Source: an optimization exercise on an open RTL-to-GDS flow (aim: a short achievable clock period and few clock cycles per item). Production flows keep margins and buffers that such runs may drop. The RTL was checked by simulation tests, not by an equivalence proof against the original design. Power figures rest on the tool's default switching activity, not on a simulated workload.

Setup of JK:
## pcie_app
module pcie_app
#(
  parameter int NUM_REGS = 16
)
(
  input  logic                   pcie_core_clk_i,
  input  logic                   rst_n_i,
  input  logic                   s_axis_tx_tready_i,
  output logic [DATA_W-1:0]      s_axis_tx_tdata_o,
  output logic [KEEP_W-1:0]      s_axis_tx_tkeep_o,
  output logic                   s_axis_tx_tlast_o,
  output logic                   s_axis_tx_tvalid_o,
  input  logic [DATA_W-1:0]      m_axis_rx_tdata_i,
  input  logic                   m_axis_rx_tlast_i,
  input  logic                   m_axis_rx_tvalid_i,
  output logic                   m_axis_rx_tready_o,
  input  logic [7:0]             cfg_bus_number_i,
  input  logic [4:0]             cfg_device_number_i,
  input  logic [2:0]             cfg_function_number_i,
  output logic [31:0]            user_data_o,
  output logic [USER_ADDR_W-1:0] user_addr_o,
  output logic                   user_wr_req_o,
  input  logic [31:0]            user_data_i,
  input  logic                   user_rd_ack_i,
  output logic                   user_rd_req_o
);
  localparam int CQ_N = 8;
  localparam int UQ_N = 4;
  logic [15:0]           completer_id;
  logic                  space_ok;
  logic                  cq_space_ok;
  logic                  uq_space_ok;
  logic                  addr_phase;
  logic                  push;
  logic                  cur_wr;
  logic [REG_ADDR_W-1:0] cur_addr;
  logic [31:0]           cur_data;
  logic [2:0]            hdr_tc;
  logic [1:0]            hdr_attr;
  logic [15:0]           hdr_rid;
  logic [7:0]            hdr_tag;
  logic [CQ_N-1:0]       cur_slot;
  logic                  req_rd;
  logic [15:1]           req_we;
  logic [15:0]           req_sel;
  logic [15:0]           req_nsel;
  logic [31:0]           req_data;
  logic [CQ_N-1:0]       req_slot;
  logic [31:0]           local_rdata;
  logic [15:1]           written;
  logic [CQ_N-1:0]       uret_slot;
  logic [31:0]           uret_data;
  assign completer_id = {cfg_bus_number_i, cfg_device_number_i, cfg_function_number_i};
  assign space_ok = cq_space_ok && uq_space_ok;
  pcie_rx_engine #(
    .CQ_N (CQ_N)
  ) rx_engine0 (
    .pcie_core_clk_i    (pcie_core_clk_i),
  ...
export LEC_CHECK = 0
export ABC_CLOCK_PERIOD_IN_PS = 1800
export CAP_MARGIN = 20
export CORE_MARGIN = 2
export CORE_UTILIZATION = 65
export SETUP_SLACK_MARGIN = 2.1
export SLEW_MARGIN = 20
export TNS_END_PERCENT = 100
create_clock -name core_clock -period 4.0 [get_ports {pcie_core_clk_i}]
run.sh (not shown) runs the stock make flow with config.mk's settings and CLKGATE_MAP_FILE= SYNTH_SCRIPT=/design/flow/synth_recipe.tcl, a recipe that flattens the netlist after the stock synthesis.
JK ended with every stage complete and zero timing, DRC or antenna violations.
Testbench counts of JK, summed over its fixed seeds: cycles 6,429, requests 3,200.
## Diff of input files: PW against JK
-- flow/config.mk --
<<< JK, line 11
export CORE_UTILIZATION = 65
>>> PW, line 11
export CORE_UTILIZATION = 50
==> comparison <==
On total placed cells including tap cells: PW sits above JK. From JK to PW the numbers moved as follows: core region area increased 25000 sq um, power about even, total vias in the final route now smaller, die outline width saw an increase. Minimum clock period was higher in the run labelled JK. The final cell count in PW was higher than what JK gave. Note that the met3 layer wire length in the routed design recorded for PW amounts to 0.75 times the value seen in JK. Hold slack sits lower in PW than in JK. Summary of PW over JK: fraction of layout cells with a size suffix above 1 held, area of placed instances increased by about 0.5% relative to the old numbers.

* * *

Setup of cedar:
Another version of the RTL of pcie_app (not shown whole).
Size in the first run: about 240 I/O pins, about 58000 um2 of cells after synthesis.
clock: 4.0 ns
lec_check: 0
abc_clock_period_in_ps: 1800
cap_margin: 20
core_margin: 2
core_utilization: 60
setup_slack_margin: 2.1
slew_margin: 20
tns_end_percent: 100
standard.sh (not shown) runs the stock make flow with config.mk's settings and CLKGATE_MAP_FILE= SYNTH_SCRIPT=/design/flow/synth_recipe.tcl, a recipe that flattens the netlist after the stock synthesis.
==> flow/flow/run.sh <==
#!/bin/bash
# Layout flow: the standard flow (standard.sh, all steps), with two changes:
#  - after detailed placement, each output port's buffer is moved to the core
#    edge next to its pin and the flip-flop that drives it next to the buffer
#    (pull_outputs.tcl, run by ORFS's POST_DETAIL_PLACE_TCL hook), then the
#    placement is legalized again;
#  - clock tree synthesis clusters sinks in smaller groups (CTS_ARGS), for a
#    shorter clock tree; the clock still reaches every register through
#    buffers, with the same tree for all of them.
# Synthesis, floorplan, power grid, routing and the rest are the standard ones.
set -o pipefail
here=$(pwd)
export POST_DETAIL_PLACE_TCL="$here/flow/pull_outputs.tcl"
export CTS_ARGS="-sink_clustering_enable -repair_clock_nets -sink_clustering_size 20 -sink_clustering_max_diameter 60 -clustering_exponent 2"
bash standard.sh finish > "$here/standard_flow.log" 2>&1
rc=$?
tail -n 40 "$here/standard_flow.log"
exit $rc
==> flow/flow/pull_outputs.tcl <==
# Move each output port's buffer and the flip-flop that drives it to the core
# edge next to the pin, legalize, then put the buffer right next to the
# flip-flop and legalize again. Runs after detailed placement.
set block [ord::get_db_block]
set moved 0
set pairs {}
set core [$block getCoreArea]
set cx0 [$core xMin]
set cy0 [$core yMin]
set cx1 [$core xMax]
set cy1 [$core yMax]
foreach bt [$block getBTerms] {
  if {[$bt getIoType] != "OUTPUT"} { continue }
  set net [$bt getNet]
  if {$net == "NULL"} { continue }
  set buf ""
  foreach it [$net getITerms] { if {[$it isOutputSignal]} { set buf [$it getInst] } }
  if {$buf == ""} { continue }
  set ff ""
  foreach it [$buf getITerms] {
    if {![$it isInputSignal]} { continue }
    set n2 [$it getNet]
    if {$n2 == "NULL"} { continue }
    foreach it2 [$n2 getITerms] { if {[$it2 isOutputSignal]} { set ff [$it2 getInst] } }
  }
  if {$ff == ""} { continue }
  if {![string match "*df*" [[$ff getMaster] getName]]} { continue }
  # only flip-flops whose output goes to this buffer alone
  set q ""
  foreach it [$ff getITerms] { if {[$it isOutputSignal]} { set q [$it getNet] } }
  if {$q == "" || [llength [$q getITerms]] != 2} { continue }
  # the buffer goes to the core's edge next to the pin, the flip-flop next to it
  set pb [$bt getBBox]
  set px [expr {([$pb xMin] + [$pb xMax]) / 2}]
  set py [expr {([$pb yMin] + [$pb yMax]) / 2}]
  set bx [expr {min(max($px, $cx0), $cx1 - [[$buf getMaster] getWidth])}]
  set by [expr {min(max($py, $cy0), $cy1 - [[$buf getMaster] getHeight])}]
  $buf setLocation $bx $by
  $ff setLocation $bx $by
  lappend pairs [list $ff $buf]
  incr moved
}
puts "pull_outputs: moved $moved output buffers to their pins and flip-flops next to them"
set_placement_padding -global \
  -left $::env(CELL_PAD_IN_SITES_DETAIL_PLACEMENT) \
  -right $::env(CELL_PAD_IN_SITES_DETAIL_PLACEMENT)
detailed_placement
# then each buffer goes right next to its flip-flop, where legalizing left it
foreach p $pairs {
  lassign $p ff buf
  set fl [$ff getLocation]
  set fw [[$ff getMaster] getWidth]
  set bw [[$buf getMaster] getWidth]
  if {[lindex $fl 0] + $fw + $bw <= $cx1} {
    $buf setLocation [expr {[lindex $fl 0] + $fw}] [lindex $fl 1]
  } else {
    $buf setLocation [expr {[lindex $fl 0] - $bw}] [lindex $fl 1]
  }
}
detailed_placement
optimize_mirroring
utl::info FLW 12 "Placement violations [check_placement -verbose]."
estimate_parasitics -placement
cedar ran to completion and came out clean on the timing, design-rule and antenna checks.
Testbench counts of cedar, summed over its fixed seeds: cycles 6,436, requests 3,200.
Input-level comparison between lagoon and cedar:
- swapping 60 for 50 in CORE_UTILIZATION
Notes after the runs:
lagoon finished end to end and its layout was clean on timing, DRC and antenna. As far as final critical-path required period is concerned, lagoon and cedar perform about the same. lagoon against cedar: total chip power rose by 0.85 mW, worst setup slack held. Global-route wire length before repair, lagoon and cedar: higher on lagoon. In terms of required time of the critical path, cedar and lagoon differ only marginally.
> inputs changed (lagoon -> ember)
-- flow/flow/pull_outputs.tcl --
<<< lagoon, line 1
# Move each output port's buffer and the flip-flop that drives it to the core
# edge next to the pin, legalize, then put the buffer right next to the
# flip-flop and legalize again. Runs after detailed placement.
>>> ember, line 1
# Move each flip-flop that drives an output port's buffer next to that buffer,
# then legalize. Runs after detailed placement.
<<< lagoon, line 6
set pairs {}
>>> ember, line 5
<<< lagoon, line 40
  lappend pairs [list $ff $buf]
>>> ember, line 38
<<< lagoon, line 48
# then each buffer goes right next to its flip-flop, where legalizing left it
foreach p $pairs {
  lassign $p ff buf
  set fl [$ff getLocation]
  set fw [[$ff getMaster] getWidth]
  set bw [[$buf getMaster] getWidth]
  if {[lindex $fl 0] + $fw + $bw <= $cx1} {
    $buf setLocation [expr {[lindex $fl 0] + $fw}] [lindex $fl 1]
  } else {
    $buf setLocation [expr {[lindex $fl 0] - $bw}] [lindex $fl 1]
  }
}
detailed_placement
>>> ember, line 45
### Flow results
As far as placement-stage cell area goes, ember and lagoon are indistinguishable; the numbers are identical. Higher via count among lagoon and ember: ember. Compared with lagoon, ember shows a global-route wire length before repair that is 0.51% higher. ember vs. lagoon: final clock period utilization by the worst path shows an increase of 1.4 points, total power shows an increase of about 0.9%. Delta (ember minus lagoon): CTS buffer count higher, number of global-route vias before repair moved up, clock network fraction of design power went up by 0.2 points. Diff lagoon and ember: global-route track usage on met3 lower in lagoon. Worst path setup slack after routing: lagoon and ember compared, lower one is ember.

==> re-timing with driven ports <==
The results above use ideal ports. As a check the final layouts listed here were re-extracted and re-timed, cells and wires unchanged.
Step 1: set_driving_cell puts a clkbuf_16 on pcie_core_clk_i and a buf_2 on each other input, an assumption about the parent block.
Step 2 adds t to the input delays and takes it off the output delays; t is the mean of the earliest and latest rising clock arrival at the registers after step 1. Input paths then give back, and output paths get back, about the clock's delay inside the block.
a / b / c = no drivers / after step 1 / after step 2; a / b = the first two.
run | t, ns | setup slack, ns | worst setup path after step 2
JK | 0.811 | 1.826 / 1.787 / 1.405 | input to register
PW | 0.826 | 1.851 / 1.780 / 1.389 | input to register
cedar | 0.795 | 1.978 / 1.905 / 1.343 | input to register
lagoon | 0.798 | 1.975 / 1.898 / 1.313 | input to register
ember | 0.830 | 1.921 / 1.843 / 1.355 | input to register
After both steps every run listed still meets setup and hold. For lagoon, which loses most, drivers alone change the setup slack by -0.077 ns; drivers and shift together by -0.662 ns.
